Source: an optimization exercise on an open RTL-to-GDS flow (aim: small area, a short achievable clock period and few clock cycles). Production flows keep margins and buffers that such runs may drop. Function was checked by simulation only, so behaviour that the tests miss may differ from the original. Power figures rest on the tool's default switching activity, not on a simulated workload.

==> module cacheSequencer, before the edit <==
module cacheSequencer #(
	parameter int AddrWidth  = 32,
	parameter int SetBits    = 3,
	parameter int WordBits   = 3,
	parameter int CasLatency = 2
) (
	input  logic                           Clock,
	input  logic                           Reset_L,
	input  logic [AddrWidth-1:0]           cpuAddr,
	input  logic [cachePkg::DataWidth-1:0] cpuWriteData,
	input  logic                           as_L,
	input  logic                           we_L,
	input  logic                           uds_L,
	input  logic                           lds_L,
	input  logic                           dramSelectCpu,
	input  logic [cachePkg::DataWidth-1:0] dramReadData,
	input  logic                           dramDtack_L,
	input  logic                           dramCas_L,
	input  logic                           dramRas_L,
	input  logic [cachePkg::NumWays-1:0]   hitWays,
	input  logic [cachePkg::WayBits-1:0]   victimWay,
	input  logic [cachePkg::NumWays-1:0][cachePkg::DataWidth-1:0] rdData,	 
	input  logic [cachePkg::DataWidth-1:0] stData,	 
	input  logic [SetBits-1:0]             phase,	 
	output logic [cachePkg::DataWidth-1:0] cpuReadData,
	output logic                           dtack_L,
	output logic                           dramSelect_L,
	output logic [AddrWidth-1:0]           dramAddr,
	output logic [cachePkg::DataWidth-1:0] dramWriteData,
	output logic                           dramUds_L,
	output logic                           dramLds_L,
	output logic                           dramWe_L,
	output logic                           dramAs_L,
	output logic                           allocEn,
	output logic [SetBits-1:0]             allocSet,
	output logic [cachePkg::WayBits-1:0]   allocWay,
	output logic [cachePkg::NumWays-1:0]   invWays,
	output logic [SetBits-1:0]             invSet,
	output logic                           lruEn,
	output logic [SetBits-1:0]             lruSet,
	output logic [cachePkg::WayBits-1:0]   lruWay,
	output logic                           stLoad,
	output logic [WordBits-1:0]            stWord,
	output logic                           ringWr,
	output logic [cachePkg::WayBits-1:0]   ringWay,
	output logic [(1<<WordBits)-1:0]       ringWords
);
	typedef enum logic [2:0] {
		dIdle,
		dFillReq,	 
		dFillGap,	 
		dFillData,	 
		dWrReq,		 
		dWrRel		 
	} dramState_t;
	localparam int LineWords = 1 << WordBits;
	dramState_t                 dstate, dnext;
	logic [WordBits-1:0]        cnt;
	logic [SetBits-1:0]         fillSet;
	logic [cachePkg::WayBits-1:0] fillWay;
	logic                       acked;		 
	logic [SetBits-1:0]         stSet;
	logic [cachePkg::WayBits-1:0] stWay;
	logic [LineWords-1:0]       stValid;	 
	logic [LineWords-1:0]       stDirty;	 
	logic                       fillOk;
	logic                       dtackQ;
	logic [SetBits-1:0]         set;
	logic [WordBits-1:0]        word;
	logic                       cpuReq, hit, fillActive, inData;
	logic                       readAck, readMiss, writeIssue, writeAck;
	logic [cachePkg::WayBits-1:0] hitWay;
	assign set  = cpuAddr[SetBits+WordBits:WordBits+1];
	assign word = cpuAddr[WordBits:1];
	assign cpuReq     = !as_L && dramSelectCpu && !acked;
	assign hit        = |hitWays;
	assign hitWay     = {hitWays[3] | hitWays[2], hitWays[3] | hitWays[1]};
	assign fillActive = (dstate == dFillReq) || (dstate == dFillGap) || (dstate == dFillData);
	assign inData     = (dstate == dFillData);
	logic [cachePkg::NumWays-1:0] wayReady;
	always_comb
		for (int w = 0; w < cachePkg::NumWays; w++)
			wayReady[w] = !(fillActive && set == fillSet && fillWay == w) || (inData && cnt >= word);
	assign readAck    = cpuReq && we_L && |(hitWays & wayReady);
	logic [cachePkg::DataWidth-1:0] wayWord [cachePkg::NumWays];
	logic [cachePkg::DataWidth-1:0] readWord;
	always_comb begin
		readWord = '0;
		for (int w = 0; w < cachePkg::NumWays; w++) begin
			if (fillActive && set == fillSet && fillWay == w && inData && cnt == word)
				wayWord[w] = dramReadData;
			else if (set == stSet && stWay == w && stValid[word])
				wayWord[w] = stData;
			else
				wayWord[w] = rdData[w];
			readWord = readWord | (wayWord[w] & {cachePkg::DataWidth{hitWays[w]}});
		end
	end
	assign fillOk     = !(|stDirty) || (SetBits'(stSet - phase) <= SetBits'(5));
	assign readMiss   = cpuReq && we_L && !hit && (dstate == dIdle) && fillOk;
	assign writeIssue = cpuReq && !we_L && (dstate == dIdle);
	assign writeAck   = (dstate == dWrReq) && !dramDtack_L;
	always_comb begin
		dnext = dstate;
		case (dstate)
			dIdle:     if (readMiss) dnext = dFillReq;
			           else if (writeIssue) dnext = dWrReq;
			dFillReq:  if (!dramCas_L && dramRas_L) dnext = (CasLatency > 1) ? dFillGap : dFillData;
			dFillGap:  if (cnt == WordBits'(CasLatency - 2)) dnext = dFillData;
			dFillData: if (cnt == WordBits'(LineWords - 1)) dnext = dIdle;
			dWrReq:    if (!dramDtack_L) dnext = dWrRel;
			dWrRel:    if (dramDtack_L) dnext = dIdle;
			default:   dnext = dIdle;
		endcase
	end
	always_ff @(posedge Clock or negedge Reset_L) begin
		if (!Reset_L) begin
			dstate       <= dIdle;
			dtackQ       <= 1'b1;
			acked        <= 1'b0;
			dramSelect_L <= 1'b1;
			allocEn      <= 1'b0;
			invWays      <= '0;
			lruEn        <= 1'b0;
		end else begin
			dstate       <= dnext;
			acked        <= readAck || writeAck || (acked && !as_L);
			dtackQ       <= !(readAck || writeAck || (acked && !as_L));
			dramSelect_L <= !((dnext == dFillReq) || (dnext == dWrReq));
			allocEn      <= readMiss;
			invWays      <= writeIssue ? hitWays : '0;
			lruEn        <= readMiss || readAck;
		end
	end
	always_ff @(posedge Clock) begin
		if (dstate == dFillData || (dstate == dFillGap && dnext == dFillGap))
			cnt <= cnt + 1'b1;
		else
			cnt <= '0;
		if (dstate == dIdle) begin	 
			fillSet <= set;
			fillWay <= victimWay;
		end
		allocSet <= set;
		allocWay <= victimWay;
		invSet   <= set;
		lruSet   <= set;
		lruWay   <= hit ? hitWay : victimWay;
		cpuReadData <= readWord;
		dramAddr      <= we_L ? {cpuAddr[AddrWidth-1:WordBits+1], {(WordBits+1){1'b0}}} : cpuAddr;
		dramWriteData <= cpuWriteData;
		dramUds_L     <= we_L ? 1'b0 : uds_L;
		dramLds_L     <= we_L ? 1'b0 : lds_L;
		dramWe_L      <= we_L;
		dramAs_L      <= we_L;
	end
	assign dtack_L = dtackQ;
	assign stLoad    = inData;
	assign stWord    = cnt;
	assign ringWr    = (phase == stSet);
	assign ringWay   = stWay;
	assign ringWords = stValid;
	always_ff @(posedge Clock or negedge Reset_L) begin
		if (!Reset_L) begin
			stValid <= '0;
			stDirty <= '0;
		end else begin
			if (ringWr)
				stDirty <= '0;
			if (inData) begin
				if (cnt == '0) begin	 
					stValid <= LineWords'(1);
					stDirty <= LineWords'(1);
				end else begin
					stValid[cnt] <= 1'b1;
					stDirty[cnt] <= 1'b1;
				end
			end
		end
	end
	always_ff @(posedge Clock) begin
		if (inData && cnt == '0) begin
			stSet <= fillSet;
			stWay <= fillWay;
		end
	end
endmodule
export LEC_CHECK = 0
export CAP_MARGIN = 20
export CORE_MARGIN = 2
export CORE_UTILIZATION = 60
export CTS_BUF_LIST = sky130_fd_sc_hd__clkbuf_16
export CTS_CLUSTER_DIAMETER = 50
export CTS_CLUSTER_SIZE = 25
export SETUP_SLACK_MARGIN = 5
export SLEW_MARGIN = 20
create_clock -name core_clock -period 8.5 [get_ports {Clock}]
run.sh (not shown) runs the stock make flow with config.mk's settings and CLKGATE_MAP_FILE= SYNTH_SCRIPT=/design/flow/synth_recipe.tcl, a recipe that flattens the netlist after the stock synthesis.
Testbench counts at the start, summed over its fixed seeds: cycles 123,485.
Rerun with:
--- a/flow/design.v
+++ b/flow/design.v
@@ -262,23 +262,24 @@
 	logic [cachePkg::NumWays-1:0] wayReady;
 	always_comb
 		for (int w = 0; w < cachePkg::NumWays; w++)
 			wayReady[w] = !(fillActive && set == fillSet && fillWay == w) || (inData && cnt >= word);
 	assign readAck    = cpuReq && we_L && |(hitWays & wayReady);
-	logic [cachePkg::DataWidth-1:0] wayWord [cachePkg::NumWays];
+	logic [cachePkg::NumWays-1:0]   capW, stW, ringW;
+	logic                           capHit, stHit;
 	logic [cachePkg::DataWidth-1:0] readWord;
 	always_comb begin
-		readWord = '0;
 		for (int w = 0; w < cachePkg::NumWays; w++) begin
-			if (fillActive && set == fillSet && fillWay == w && inData && cnt == word)
-				wayWord[w] = dramReadData;
-			else if (set == stSet && stWay == w && stValid[word])
-				wayWord[w] = stData;
-			else
-				wayWord[w] = rdData[w];
-			readWord = readWord | (wayWord[w] & {cachePkg::DataWidth{hitWays[w]}});
+			capW[w]  = fillActive && set == fillSet && fillWay == w && inData && cnt == word;
+			stW[w]   = set == stSet && stWay == w && stValid[word] && !capW[w];
+			ringW[w] = !capW[w] && !stW[w];
 		end
+		capHit   = |(hitWays & capW);
+		stHit    = |(hitWays & stW);
+		readWord = (dramReadData & {cachePkg::DataWidth{capHit}}) | (stData & {cachePkg::DataWidth{stHit}});
+		for (int w = 0; w < cachePkg::NumWays; w++)
+			readWord = readWord | (rdData[w] & {cachePkg::DataWidth{hitWays[w] & ringW[w]}});
 	end
 	assign fillOk     = !(|stDirty) || (SetBits'(stSet - phase) <= SetBits'(5));
 	assign readMiss   = cpuReq && we_L && !hit && (dstate == dIdle) && fillOk;
 	assign writeIssue = cpuReq && !we_L && (dstate == dIdle);
 	assign writeAck   = (dstate == dWrReq) && !dramDtack_L;
Effect: Design area goes down by 2.8%. Wire length goes down by about 7%. Count of clock-buffer cells in the layout goes down by 4. Area after synthesis goes down by 0.63%. Worst setup slack improved by 0.088 ns. Die area goes down by about 0.6%. Maximum frequency goes up by about 2.4%. Global-route usage goes down by 2.7 points. Combinational power goes down by 7.5%. Clock skew goes down by 0.0090 ns. Total power goes down by 0.43%. Sequential power stays flat.
Testbench counts after the change, summed over its fixed seeds: cycles 123,485.

## port drivers added, routing unchanged
Ports are ideal in the flow. The routed layouts listed here were re-timed in OpenROAD. Step 1: set_driving_cell puts a clkbuf_16 on Clock and a buf_2 on each other input, an assumption about the parent block. Step 2, shift: input delay + t, output delay - t, t = (earliest + latest rising clock arrival at the registers) / 2. This alone moves slack from input paths to output paths. Three values: ideal, step 1, step 2; two values: the first two.
| run | shift t [ns] | setup slack, ns | worst setup path at the end | latest minus earliest clock arrival (ns) |
|---|---|---|---|---|
| the first run | 1.093 | 4.707 / 4.465 / 3.372 | input to register | 0.087 / 0.086 |
| the second run | 1.075 | 4.795 / 4.711 / 3.636 | input to register | 0.073 / 0.073 |
After both steps setup and hold are still met in every run listed. For the first run, which loses most, drivers alone change the setup slack by -0.242 ns; drivers and shift together by -1.335 ns.
